Source: an optimization exercise on an open RTL-to-GDS flow (aim: small area and a short achievable clock period). Production flows keep margins and buffers that such runs may drop.
The RTL was checked by simulation tests, not by an equivalence proof against the original design.

Setup of alpha:
==> flow/design.v <==
module data_mem_responder #(
  parameter int DEPTH       = 128,
  parameter int WAIT_CYCLES = 2
) (
  input  logic        clk_i,
  input  logic        rst_i,
  input  logic        req_i,
  input  logic        we_i,
  input  logic [31:0] addr_i,
  input  logic [31:0] data_i,
  output logic        ack_o,
  output logic [31:0] data_o,
  output logic        err_o,
  output logic        busy_o
);
  localparam int NG = 32;    
  logic       busy_q, idle_q, st1_q, st2_q;   
  logic       accept;
  logic [1:0] rot_q;         
  logic        we_q, err_q, err_in;
  logic [31:0] wd_q;
  logic [4:0]  g_q, g_nx;    
  logic [1:0]  ph_q, ph_nx;  
  logic [NG-1:0][3:0][31:0] mem_d;
  logic [NG-1:0][3:0]       mem_v, mem_v_nx;
  logic            wlive_nx;
  logic [NG-1:0]   wr_q, wr_nx;
  logic [2*NG-1:0] rd_sel_q;
  logic [31:0]     rd_data, rd_tap, rd_tap_q;   
  assign accept = req_i & idle_q;
  assign busy_o = busy_q;
  assign err_in = (|addr_i[1:0]) | (|addr_i[31:9]);
  always_ff @(posedge clk_i or posedge rst_i) begin
    if (rst_i) begin
      busy_q <= 1'b0;
      idle_q <= 1'b1;
      st1_q  <= 1'b0;
      st2_q  <= 1'b0;
      ack_o  <= 1'b0;
      err_o  <= 1'b0;
      rot_q  <= '0;
    end else begin
      busy_q <= accept | st1_q | st2_q;
      idle_q <= ~(accept | st1_q | st2_q);
      st1_q  <= accept;
      st2_q  <= st1_q;
      ack_o  <= st2_q;
      err_o  <= st2_q & err_q;
      rot_q  <= rot_q + 2'd1;
    end
  end
  assign g_nx  = idle_q ? addr_i[8:4] : g_q;
  assign ph_nx = idle_q ? addr_i[3:2] + rot_q + 2'd1 : ph_q + 2'd1;
  always_ff @(posedge clk_i) begin
    g_q  <= g_nx;
    ph_q <= ph_nx;
    if (idle_q) begin
      we_q  <= we_i;
      err_q <= err_in;
      wd_q  <= data_i;
    end
  end
  assign wlive_nx = idle_q ? (accept & we_i & ~err_in) : (we_q & ~err_q);
  always_comb
    for (int g = 0; g < NG; g++) wr_nx[g] = wlive_nx & (ph_nx == 2'd3) & (g_nx == 5'(g));
  always_ff @(posedge clk_i or posedge rst_i) begin
    if (rst_i) wr_q <= '0;
    else       wr_q <= wr_nx;
  end
  logic [NG-1:0]       wr_n;
  logic [NG-1:0][31:0] port_d;
  assign wr_n = ~wr_q;
  for (genvar g = 0; g < NG; g++) begin : g_port
    for (genvar b = 0; b < 32; b++) begin : g_bit
      dmr_ao22 u_port (.a0(wr_q[g]), .b0(wd_q[b]), .a1(wr_n[g]), .b1(mem_d[g][3][b]),
                       .y(port_d[g][b]));
    end
  end
  for (genvar g = 0; g < NG; g++) begin : g_slot
    always_ff @(posedge clk_i) begin
      mem_d[g][0] <= port_d[g];
      mem_d[g][1] <= mem_d[g][0];
      mem_d[g][2] <= mem_d[g][1];
      mem_d[g][3] <= mem_d[g][2];
    end
  end
  for (genvar g = 0; g < NG; g++) begin : g_valid
    assign mem_v_nx[g][0] = wr_q[g] | mem_v[g][3];
    assign mem_v_nx[g][1] = mem_v[g][0];
    assign mem_v_nx[g][2] = mem_v[g][1];
    assign mem_v_nx[g][3] = mem_v[g][2];
  end
  always_ff @(posedge clk_i or posedge rst_i) begin
    if (rst_i) mem_v <= '0;
    else       mem_v <= mem_v_nx;
  end
  for (genvar g = 0; g < NG; g++) begin : g_sel
    always_ff @(posedge clk_i) begin
      rd_sel_q[2*g]   <= (g_nx == 5'(g)) & (ph_nx == 2'd0) & mem_v_nx[g][0];
      rd_sel_q[2*g+1] <= (g_nx == 5'(g)) & (ph_nx == 2'd2) & mem_v_nx[g][2];
    end
  end
  for (genvar b = 0; b < 32; b++) begin : g_rd
    logic [63:0] rd_d;
    logic [21:0] l1;
    logic [5:0]  l2;
    logic [1:0]  l3;
    logic        hold_n;
    for (genvar g = 0; g < NG; g++) begin : g_tap
      assign rd_d[2*g]   = mem_d[g][0][b];
      assign rd_d[2*g+1] = mem_d[g][2][b];
    end
    for (genvar i = 0; i < 21; i++) begin : g_l1
      dmr_aoi222 u_aoi (.a0(rd_sel_q[3*i]),   .b0(rd_d[3*i]),
                        .a1(rd_sel_q[3*i+1]), .b1(rd_d[3*i+1]),
                        .a2(rd_sel_q[3*i+2]), .b2(rd_d[3*i+2]), .y(l1[i]));
    end
    dmr_nand2 u_aoi_last (.a({rd_sel_q[63], rd_d[63]}), .y(l1[21]));
    for (genvar i = 0; i < 5; i++) begin : g_l2
      dmr_nand4 u_nand (.a(l1[4*i+3:4*i]), .y(l2[i]));
    end
    dmr_nand2 u_nand_last (.a(l1[21:20]), .y(l2[5]));
    dmr_nor3 u_nor_lo (.a(l2[2:0]), .y(l3[0]));
    dmr_nor3 u_nor_hi (.a(l2[5:3]), .y(l3[1]));
    dmr_nand2 u_tap (.a(l3), .y(rd_tap[b]));
    dmr_nand2 u_hold (.a({ph_q[0], rd_tap_q[b]}), .y(hold_n));
    dmr_nand3 u_out (.a({hold_n, l3}), .y(rd_data[b]));
  end
  always_ff @(posedge clk_i) begin
    rd_tap_q <= rd_tap;
    data_o   <= rd_data;
  end
endmodule
module dmr_aoi222 (
  input  logic a0, b0, a1, b1, a2, b2,
  output logic y
);
  assign y = ~((a0 & b0) | (a1 & b1) | (a2 & b2));
endmodule
module dmr_nand3 (
  input  logic [2:0] a,
  output logic       y
);
  assign y = ~&a;
endmodule
module dmr_nand4 (
  input  logic [3:0] a,
  output logic       y
);
  assign y = ~&a;
endmodule
module dmr_nand2 (
  input  logic [1:0] a,
  output logic       y
);
  assign y = ~&a;
endmodule
module dmr_nor3 (
  input  logic [2:0] a,
  output logic       y
);
  assign y = ~|a;
endmodule
module dmr_ao22 (
  input  logic a0, b0, a1, b1,
  output logic y
);
  assign y = (a0 & b0) | (a1 & b1);
endmodule
clock: 6.0 ns
lec_check: 0
cap_margin: 20
core_margin: 2
core_utilization: 55
cts_cluster_diameter: 100
cts_cluster_size: 28
place_density: 0.7
setup_slack_margin: 3.6
slew_margin: 20
synth_hierarchical: 1
synth_minimum_keep_size: 0
standard.sh (not shown) runs the stock make flow with config.mk's settings and CLKGATE_MAP_FILE= SYNTH_SCRIPT=/design/flow/synth_recipe.tcl, a recipe that flattens the netlist after the stock synthesis.
==> flow/flow/run.sh <==
#!/bin/bash
# Layout: the standard ORFS flow (standard.sh), unchanged except for placement: the
# handshake pins are kept together as one group, each register that drives an output port
# is moved next to its port buffer after global placement (then legalized as usual),
# timing-driven global placement weights its critical nets harder, and the port buffers
# start as plain buf_2 cells (repair resizes them as usual).
set -uo pipefail
cd "$(dirname "${BASH_SOURCE[0]}")/.."
bash standard.sh \
  "IO_CONSTRAINTS=$PWD/flow/io.tcl" \
  "POST_GLOBAL_PLACE_TCL=$PWD/flow/near_pins.tcl" \
  "GLOBAL_PLACEMENT_ARGS=-timing_driven_net_weight_max 6 -timing_driven_nets_percentage 20" \
  "BUFFER_PORTS_ARGS=-buffer_cell sky130_fd_sc_hd__buf_2" \
  finish > flow_standard.log 2>&1
status=$?
tail -n 20 flow_standard.log
exit $status
==> flow/flow/io.tcl <==
# keep the handshake pins side by side, next to the control logic that drives them
set_io_pin_constraint -group -order -pin_names {req_i we_i busy_o ack_o err_o}
==> flow/flow/near_pins.tcl <==
# After global placement: move each register that drives an output port next to that
# port's output buffer (which sits at the pin), so the register-to-pin wire is short.
# Detailed placement legalizes the moved cells afterwards.
set block [ord::get_db_block]
set moved 0
foreach bterm [$block getBTerms] {
  if {[$bterm getIoType] ne "OUTPUT"} { continue }
  set net [$bterm getNet]
  if {$net eq "NULL"} { continue }
  foreach it [$net getITerms] {
    if {![$it isOutputSignal]} { continue }
    set buf [$it getInst]
    foreach bit [$buf getITerms] {
      if {![$bit isInputSignal]} { continue }
      set inet [$bit getNet]
      if {$inet eq "NULL"} { continue }
      foreach dit [$inet getITerms] {
        if {![$dit isOutputSignal]} { continue }
        set drv [$dit getInst]
        if {![[$drv getMaster] isSequential]} { continue }
        lassign [$buf getLocation] x y
        $drv setLocation $x $y
        $drv setPlacementStatus PLACED
        incr moved
      }
    }
  }
}
puts "near_pins: moved $moved output registers next to their port buffers"
Setup changes, alpha to beta
--- a/flow/design.v
+++ b/flow/design.v
@@ -66,37 +66,36 @@
   always_ff @(posedge clk_i or posedge rst_i) begin
     if (rst_i) wr_q <= '0;
     else       wr_q <= wr_nx;
   end
-  logic [NG-1:0]       wr_n;
-  logic [NG-1:0][31:0] port_d;
-  assign wr_n = ~wr_q;
   for (genvar g = 0; g < NG; g++) begin : g_port
+    logic        wrn;
+    logic [31:0] port_d;
+    assign wrn = ~wr_q[g];
     for (genvar b = 0; b < 32; b++) begin : g_bit
-      dmr_ao22 u_port (.a0(wr_q[g]), .b0(wd_q[b]), .a1(wr_n[g]), .b1(mem_d[g][3][b]),
-                       .y(port_d[g][b]));
+      dmr_ao22 u_port (.a0(wr_q[g]), .b0(wd_q[b]), .a1(wrn), .b1(mem_d[g][3][b]), .y(port_d[b]));
     end
-  end
-  for (genvar g = 0; g < NG; g++) begin : g_slot
     always_ff @(posedge clk_i) begin
-      mem_d[g][0] <= port_d[g];
+      mem_d[g][0] <= port_d;
       mem_d[g][1] <= mem_d[g][0];
       mem_d[g][2] <= mem_d[g][1];
       mem_d[g][3] <= mem_d[g][2];
     end
   end
-  for (genvar g = 0; g < NG; g++) begin : g_valid
-    assign mem_v_nx[g][0] = wr_q[g] | mem_v[g][3];
-    assign mem_v_nx[g][1] = mem_v[g][0];
-    assign mem_v_nx[g][2] = mem_v[g][1];
-    assign mem_v_nx[g][3] = mem_v[g][2];
+  always_comb begin
+    for (int g = 0; g < NG; g++) begin
+      mem_v_nx[g][0] = wr_q[g] | mem_v[g][3];
+      mem_v_nx[g][1] = mem_v[g][0];
+      mem_v_nx[g][2] = mem_v[g][1];
+      mem_v_nx[g][3] = mem_v[g][2];
+    end
   end
   always_ff @(posedge clk_i or posedge rst_i) begin
     if (rst_i) mem_v <= '0;
     else       mem_v <= mem_v_nx;
   end
-  for (genvar g = 0; g < NG; g++) begin : g_sel
-    always_ff @(posedge clk_i) begin
+  always_ff @(posedge clk_i) begin
+    for (int g = 0; g < NG; g++) begin
       rd_sel_q[2*g]   <= (g_nx == 5'(g)) & (ph_nx == 2'd0) & mem_v_nx[g][0];
       rd_sel_q[2*g+1] <= (g_nx == 5'(g)) & (ph_nx == 2'd2) & mem_v_nx[g][2];
     end
   end
## What came out
- The run showing the smaller number of diodes is alpha.
- Synthesized instance count: alpha vs beta — no meaningful difference
- Mean area per synthesized cell of alpha is on par with beta.
- beta against alpha: share of synthesized cell area in full adder, half adder and majority cells held, area of the multi-input gates held, highest attainable clock frequency went up about 1.7%.


Setup of job 101:
RTL: one of the versions met above, not the one the previous note started from.
For scale: about 4400 flip-flops, ~100 I/O pins, roughly 110000 sq um of cells after synthesis.
Design data_mem_responder, start of the top module:
module data_mem_responder #(
  parameter int DEPTH       = 128,
  parameter int WAIT_CYCLES = 2
) (
  input  logic        clk_i,
  input  logic        rst_i,
  input  logic        req_i,
  input  logic        we_i,
  input  logic [31:0] addr_i,
  input  logic [31:0] data_i,
  output logic        ack_o,
  output logic [31:0] data_o,
  output logic        err_o,
  output logic        busy_o
);
==> module data_mem_responder, before the edit <==
module data_mem_responder #(
  parameter int DEPTH       = 128,
  parameter int WAIT_CYCLES = 2
) (
  input  logic        clk_i,
  input  logic        rst_i,
  input  logic        req_i,
  input  logic        we_i,
  input  logic [31:0] addr_i,
  input  logic [31:0] data_i,
  output logic        ack_o,
  output logic [31:0] data_o,
  output logic        err_o,
  output logic        busy_o
);
  localparam int NG = 32;    
  logic       busy_q, idle_q, st1_q, st2_q;   
  logic       accept;
  logic [1:0] rot_q;         
  logic        we_q, err_q, err_in;
  logic [31:0] wd_q;
  logic [4:0]  g_q, g_nx;    
  logic [1:0]  ph_q, ph_nx;  
  logic [NG-1:0][3:0][31:0] mem_d;
  logic [NG-1:0][3:0]       mem_v, mem_v_nx;
  logic            wlive_nx;
  logic [NG-1:0]   wr_q, wr_nx;
  logic [2*NG-1:0] rd_sel_q;
  logic [31:0]     rd_data, rd_tap, rd_tap_q;   
  assign accept = req_i & idle_q;
  assign busy_o = busy_q;
  assign err_in = (|addr_i[1:0]) | (|addr_i[31:9]);
  always_ff @(posedge clk_i or posedge rst_i) begin
    if (rst_i) begin
      busy_q <= 1'b0;
      idle_q <= 1'b1;
      st1_q  <= 1'b0;
      st2_q  <= 1'b0;
      ack_o  <= 1'b0;
      err_o  <= 1'b0;
      rot_q  <= '0;
    end else begin
      busy_q <= accept | st1_q | st2_q;
      idle_q <= ~(accept | st1_q | st2_q);
      st1_q  <= accept;
      st2_q  <= st1_q;
      ack_o  <= st2_q;
      err_o  <= st2_q & err_q;
      rot_q  <= rot_q + 2'd1;
    end
  end
  assign g_nx  = idle_q ? addr_i[8:4] : g_q;
  assign ph_nx = idle_q ? addr_i[3:2] + rot_q + 2'd1 : ph_q + 2'd1;
  always_ff @(posedge clk_i) begin
    g_q  <= g_nx;
    ph_q <= ph_nx;
    if (idle_q) begin
      we_q  <= we_i;
      err_q <= err_in;
      wd_q  <= data_i;
    end
  end
  assign wlive_nx = idle_q ? (accept & we_i & ~err_in) : (we_q & ~err_q);
  always_comb
    for (int g = 0; g < NG; g++) wr_nx[g] = wlive_nx & (ph_nx == 2'd3) & (g_nx == 5'(g));
  always_ff @(posedge clk_i or posedge rst_i) begin
    if (rst_i) wr_q <= '0;
    else       wr_q <= wr_nx;
  end
  for (genvar g = 0; g < NG; g++) begin : g_port
    logic        wrn;
    logic [31:0] port_d;
    assign wrn = ~wr_q[g];
    for (genvar b = 0; b < 32; b++) begin : g_bit
      dmr_ao22 u_port (.a0(wr_q[g]), .b0(wd_q[b]), .a1(wrn), .b1(mem_d[g][3][b]), .y(port_d[b]));
    end
    always_ff @(posedge clk_i) begin
      mem_d[g][0] <= port_d;
      mem_d[g][1] <= mem_d[g][0];
      mem_d[g][2] <= mem_d[g][1];
      mem_d[g][3] <= mem_d[g][2];
    end
  end
  always_comb begin
    for (int g = 0; g < NG; g++) begin
      mem_v_nx[g][0] = wr_q[g] | mem_v[g][3];
      mem_v_nx[g][1] = mem_v[g][0];
      mem_v_nx[g][2] = mem_v[g][1];
      mem_v_nx[g][3] = mem_v[g][2];
    end
  end
  always_ff @(posedge clk_i or posedge rst_i) begin
    if (rst_i) mem_v <= '0;
    else       mem_v <= mem_v_nx;
  end
  always_ff @(posedge clk_i) begin
    for (int g = 0; g < NG; g++) begin
      rd_sel_q[2*g]   <= (g_nx == 5'(g)) & (ph_nx == 2'd0) & mem_v_nx[g][0];
      rd_sel_q[2*g+1] <= (g_nx == 5'(g)) & (ph_nx == 2'd2) & mem_v_nx[g][2];
    end
  end
  for (genvar b = 0; b < 32; b++) begin : g_rd
    logic [63:0] rd_d;
    logic [21:0] l1;
    logic [5:0]  l2;
    logic [1:0]  l3;
    logic        hold_n;
    for (genvar g = 0; g < NG; g++) begin : g_tap
      assign rd_d[2*g]   = mem_d[g][0][b];
      assign rd_d[2*g+1] = mem_d[g][2][b];
    end
    for (genvar i = 0; i < 21; i++) begin : g_l1
      dmr_aoi222 u_aoi (.a0(rd_sel_q[3*i]),   .b0(rd_d[3*i]),
                        .a1(rd_sel_q[3*i+1]), .b1(rd_d[3*i+1]),
                        .a2(rd_sel_q[3*i+2]), .b2(rd_d[3*i+2]), .y(l1[i]));
    end
    dmr_nand2 u_aoi_last (.a({rd_sel_q[63], rd_d[63]}), .y(l1[21]));
    for (genvar i = 0; i < 5; i++) begin : g_l2
      dmr_nand4 u_nand (.a(l1[4*i+3:4*i]), .y(l2[i]));
    end
    dmr_nand2 u_nand_last (.a(l1[21:20]), .y(l2[5]));
    dmr_nor3 u_nor_lo (.a(l2[2:0]), .y(l3[0]));
    dmr_nor3 u_nor_hi (.a(l2[5:3]), .y(l3[1]));
    dmr_nand2 u_tap (.a(l3), .y(rd_tap[b]));
    dmr_nand2 u_hold (.a({ph_q[0], rd_tap_q[b]}), .y(hold_n));
    dmr_nand3 u_out (.a({hold_n, l3}), .y(rd_data[b]));
  end
  always_ff @(posedge clk_i) begin
    rd_tap_q <= rd_tap;
    data_o   <= rd_data;
  end
endmodule
==> module dmr_nand3, before the edit <==
module dmr_nand3 (
  input  logic [2:0] a,
  output logic       y
);
  assign y = ~&a;
endmodule
==> module dmr_ao22, before the edit <==
module dmr_ao22 (
  input  logic a0, b0, a1, b1,
  output logic y
);
  assign y = (a0 & b0) | (a1 & b1);
endmodule
export LEC_CHECK = 0
export CAP_MARGIN = 20
export CORE_MARGIN = 2
export CORE_UTILIZATION = 55
export CTS_CLUSTER_DIAMETER = 100
export CTS_CLUSTER_SIZE = 28
export PLACE_DENSITY = 0.7
export SETUP_SLACK_MARGIN = 3.6
export SLEW_MARGIN = 20
export SYNTH_HIERARCHICAL = 1
export SYNTH_MINIMUM_KEEP_SIZE = 0
create_clock -name core_clock -period 6.0 [get_ports {clk_i}]
run.sh (not shown) runs the stock make flow with config.mk's settings and CLKGATE_MAP_FILE= SYNTH_SCRIPT=/design/flow/synth_recipe.tcl, a recipe that flattens the netlist after the stock synthesis.
Stock flow here: none of the scripts above is used.
Modified inputs, job 102 compared to job 101
==> flow/design.v, changed modules only <==
module data_mem_responder #(
  parameter int DEPTH       = 128,
  parameter int WAIT_CYCLES = 2
) (
  input  logic        clk_i,
  input  logic        rst_i,
  input  logic        req_i,
  input  logic        we_i,
  input  logic [31:0] addr_i,
  input  logic [31:0] data_i,
  output logic        ack_o,
  output logic [31:0] data_o,
  output logic        err_o,
  output logic        busy_o
);
  localparam int NG = 32;    
  logic       busy_q, idle_q, st1_q, st2_q;   
  logic       accept;
  logic [1:0] rot_q;         
  logic        we_q, err_q, err_in;
  logic [31:0] wd_q;
  logic [4:0]  g_q, g_nx;    
  logic [1:0]  ph_q, ph_nx;  
  logic [NG-1:0][3:0][31:0] mem_d;
  logic [NG-1:0][3:0]       mem_v, mem_v_nx;
  logic            wlive_nx;
  logic [NG-1:0]   wr_q, wrn_q, wr_nx;
  logic [2*NG-1:0] rd_sel_q;
  logic [31:0]     rd_data;
  assign accept = req_i & idle_q;
  assign busy_o = busy_q;
  assign err_in = (|addr_i[1:0]) | (|addr_i[31:9]);
  always_ff @(posedge clk_i or posedge rst_i) begin
    if (rst_i) begin
      busy_q <= 1'b0;
      idle_q <= 1'b1;
      st1_q  <= 1'b0;
      st2_q  <= 1'b0;
      ack_o  <= 1'b0;
      err_o  <= 1'b0;
      rot_q  <= '0;
    end else begin
      busy_q <= accept | st1_q | st2_q;
      idle_q <= ~(accept | st1_q | st2_q);
      st1_q  <= accept;
      st2_q  <= st1_q;
      ack_o  <= st2_q;
      err_o  <= st2_q & err_q;
      rot_q  <= rot_q + 2'd1;
    end
  end
  assign g_nx  = idle_q ? addr_i[8:4] : g_q;
  assign ph_nx = idle_q ? addr_i[3:2] + rot_q + 2'd1 : ph_q + 2'd1;
  always_ff @(posedge clk_i) begin
    g_q  <= g_nx;
    ph_q <= ph_nx;
    if (idle_q) begin
      we_q  <= we_i;
      err_q <= err_in;
      wd_q  <= data_i;
    end
  end
  assign wlive_nx = idle_q ? (accept & we_i & ~err_in) : (we_q & ~err_q);
  always_comb
    for (int g = 0; g < NG; g++) wr_nx[g] = wlive_nx & (ph_nx == 2'd3) & (g_nx == 5'(g));
  always_ff @(posedge clk_i or posedge rst_i) begin
    if (rst_i) wr_q <= '0;
    else       wr_q <= wr_nx;
  end
  always_ff @(posedge clk_i) wrn_q <= ~wr_nx;
  always_ff @(posedge clk_i) begin
    for (int g = 0; g < NG; g++) begin
      mem_d[g][0] <= ({32{wr_q[g]}} & wd_q) | ({32{wrn_q[g]}} & mem_d[g][3]);
      mem_d[g][1] <= mem_d[g][0];
      mem_d[g][2] <= mem_d[g][1];
      mem_d[g][3] <= mem_d[g][2];
    end
  end
  always_comb begin
    for (int g = 0; g < NG; g++) begin
      mem_v_nx[g][0] = wr_q[g] | mem_v[g][3];
      mem_v_nx[g][1] = mem_v[g][0];
      mem_v_nx[g][2] = mem_v[g][1];
      mem_v_nx[g][3] = mem_v[g][2];
    end
  end
  always_ff @(posedge clk_i or posedge rst_i) begin
    if (rst_i) mem_v <= '0;
    else       mem_v <= mem_v_nx;
  end
  always_ff @(posedge clk_i) begin
    for (int g = 0; g < NG; g++) begin
      rd_sel_q[2*g]   <= (g_nx == 5'(g)) & (ph_nx == 2'd0) & mem_v_nx[g][0];
      rd_sel_q[2*g+1] <= (g_nx == 5'(g)) & (ph_nx == 2'd2) & mem_v_nx[g][2];
    end
  end
  logic [64:0] rd_s;
  assign rd_s = {ph_q[0], rd_sel_q};
  for (genvar b = 0; b < 32; b++) begin : g_rd
    logic [64:0] rd_d;
    logic [21:0] l1;
    logic [5:0]  l2;
    logic [1:0]  l3;
    for (genvar g = 0; g < NG; g++) begin : g_tap
      assign rd_d[2*g]   = mem_d[g][0][b];
      assign rd_d[2*g+1] = mem_d[g][2][b];
    end
    assign rd_d[64] = data_o[b];
    for (genvar i = 0; i < 21; i++) begin : g_l1
      dmr_aoi222 u_aoi (.a0(rd_s[3*i]),   .b0(rd_d[3*i]),
                        .a1(rd_s[3*i+1]), .b1(rd_d[3*i+1]),
                        .a2(rd_s[3*i+2]), .b2(rd_d[3*i+2]), .y(l1[i]));
    end
    dmr_aoi22 u_aoi_last (.a0(rd_s[63]), .b0(rd_d[63]), .a1(rd_s[64]), .b1(rd_d[64]), .y(l1[21]));
    for (genvar i = 0; i < 5; i++) begin : g_l2
      dmr_nand4 u_nand (.a(l1[4*i+3:4*i]), .y(l2[i]));
    end
    dmr_nand2 u_nand_last (.a(l1[21:20]), .y(l2[5]));
    dmr_nor3 u_nor_lo (.a(l2[2:0]), .y(l3[0]));
    dmr_nor3 u_nor_hi (.a(l2[5:3]), .y(l3[1]));
    dmr_nand2 u_out (.a(l3), .y(rd_data[b]));
  end
  always_ff @(posedge clk_i) begin
    data_o <= rd_data;
  end
endmodule
module dmr_aoi22 (
  input  logic a0, b0, a1, b1,
  output logic y
);
  assign y = ~((a0 & b0) | (a1 & b1));
endmodule
// module dmr_nand3 removed
// module dmr_ao22 removed
==> summary.txt <==
- On signed area change from the synthesized netlist to the final layout: between job 101 and job 102, it ends up higher for job 101.
- NOTE: number of nets in the finished design in job 102 exceeds that of job 101
- Job 101 vs job 102, critical path launch point: busy_q vs data_o[25]
- NOTE number of distinct library cells after synthesis job 101->job 102 increased by a few percent
- Job 102 against job 101; multi-input combinational gate total is up slightly.
- Per the comparison of job 102 with job 101, aggregate global-route resource usage now larger, adder-cell share of the synthesized area essentially unchanged, via count up about 0.44%, met1 layer wirelength in the final routing now smaller.
- As far as combined buffer and inverter count along the critical path goes, job 102 and job 101 are indistinguishable; the numbers are identical.
- The die height number comes out lower for job 101 vs job 102.
- Run comparison: job 102 layer with the highest usage after global routing met2; job 101 layer with the highest usage after global routing met1
- Job 102 completed; timing, DRC and antenna clean
- Share of cell area taken by multi-input logic gates in job 102 is 0.35 points above job 101.

## re-timing with driven ports
The flow's constraints put no driver on any port. The routed layouts listed below were extracted and timed again, unchanged, in two steps. Step 1 (the two cells are an assumption about what drives the block):
set clk [get_ports {clk_i}]
set_driving_cell -lib_cell sky130_fd_sc_hd__clkbuf_16 $clk
set_driving_cell -lib_cell sky130_fd_sc_hd__buf_2 [delete_from_list [all_inputs] $clk]
Step 2 moves the port delays by t, midway between the first and last clock arrival at a register: inputs arrive t later, outputs are due t later. That takes back most of the time a late clock gives input paths. Three values: no drivers, after step 1, after step 2; two values: the first two.
run	shift t [ns]	slack for setup (ns)	hold slack, ns	worst setup path after step 2	pins driven straight from the clock port
alpha	0.973	3.376 / 3.288 / 2.858	0.200 / 0.137 / 0.302	input to register	1
beta	0.944	3.419 / 3.335 / 2.934	0.313 / 0.260 / 0.313	input to register	1
job 101	0.936	3.278 / 3.190 / 2.712	0.311 / 0.311 / 0.311	input to register	1
job 102	0.943	3.364 / 3.272 / 2.582	0.318 / 0.318 / 0.318	input to register	1
After both steps setup and hold are still met in every run listed. The setup slack of job 102, which loses most, moves by -0.092 ns with the drivers and by -0.782 ns with both steps.
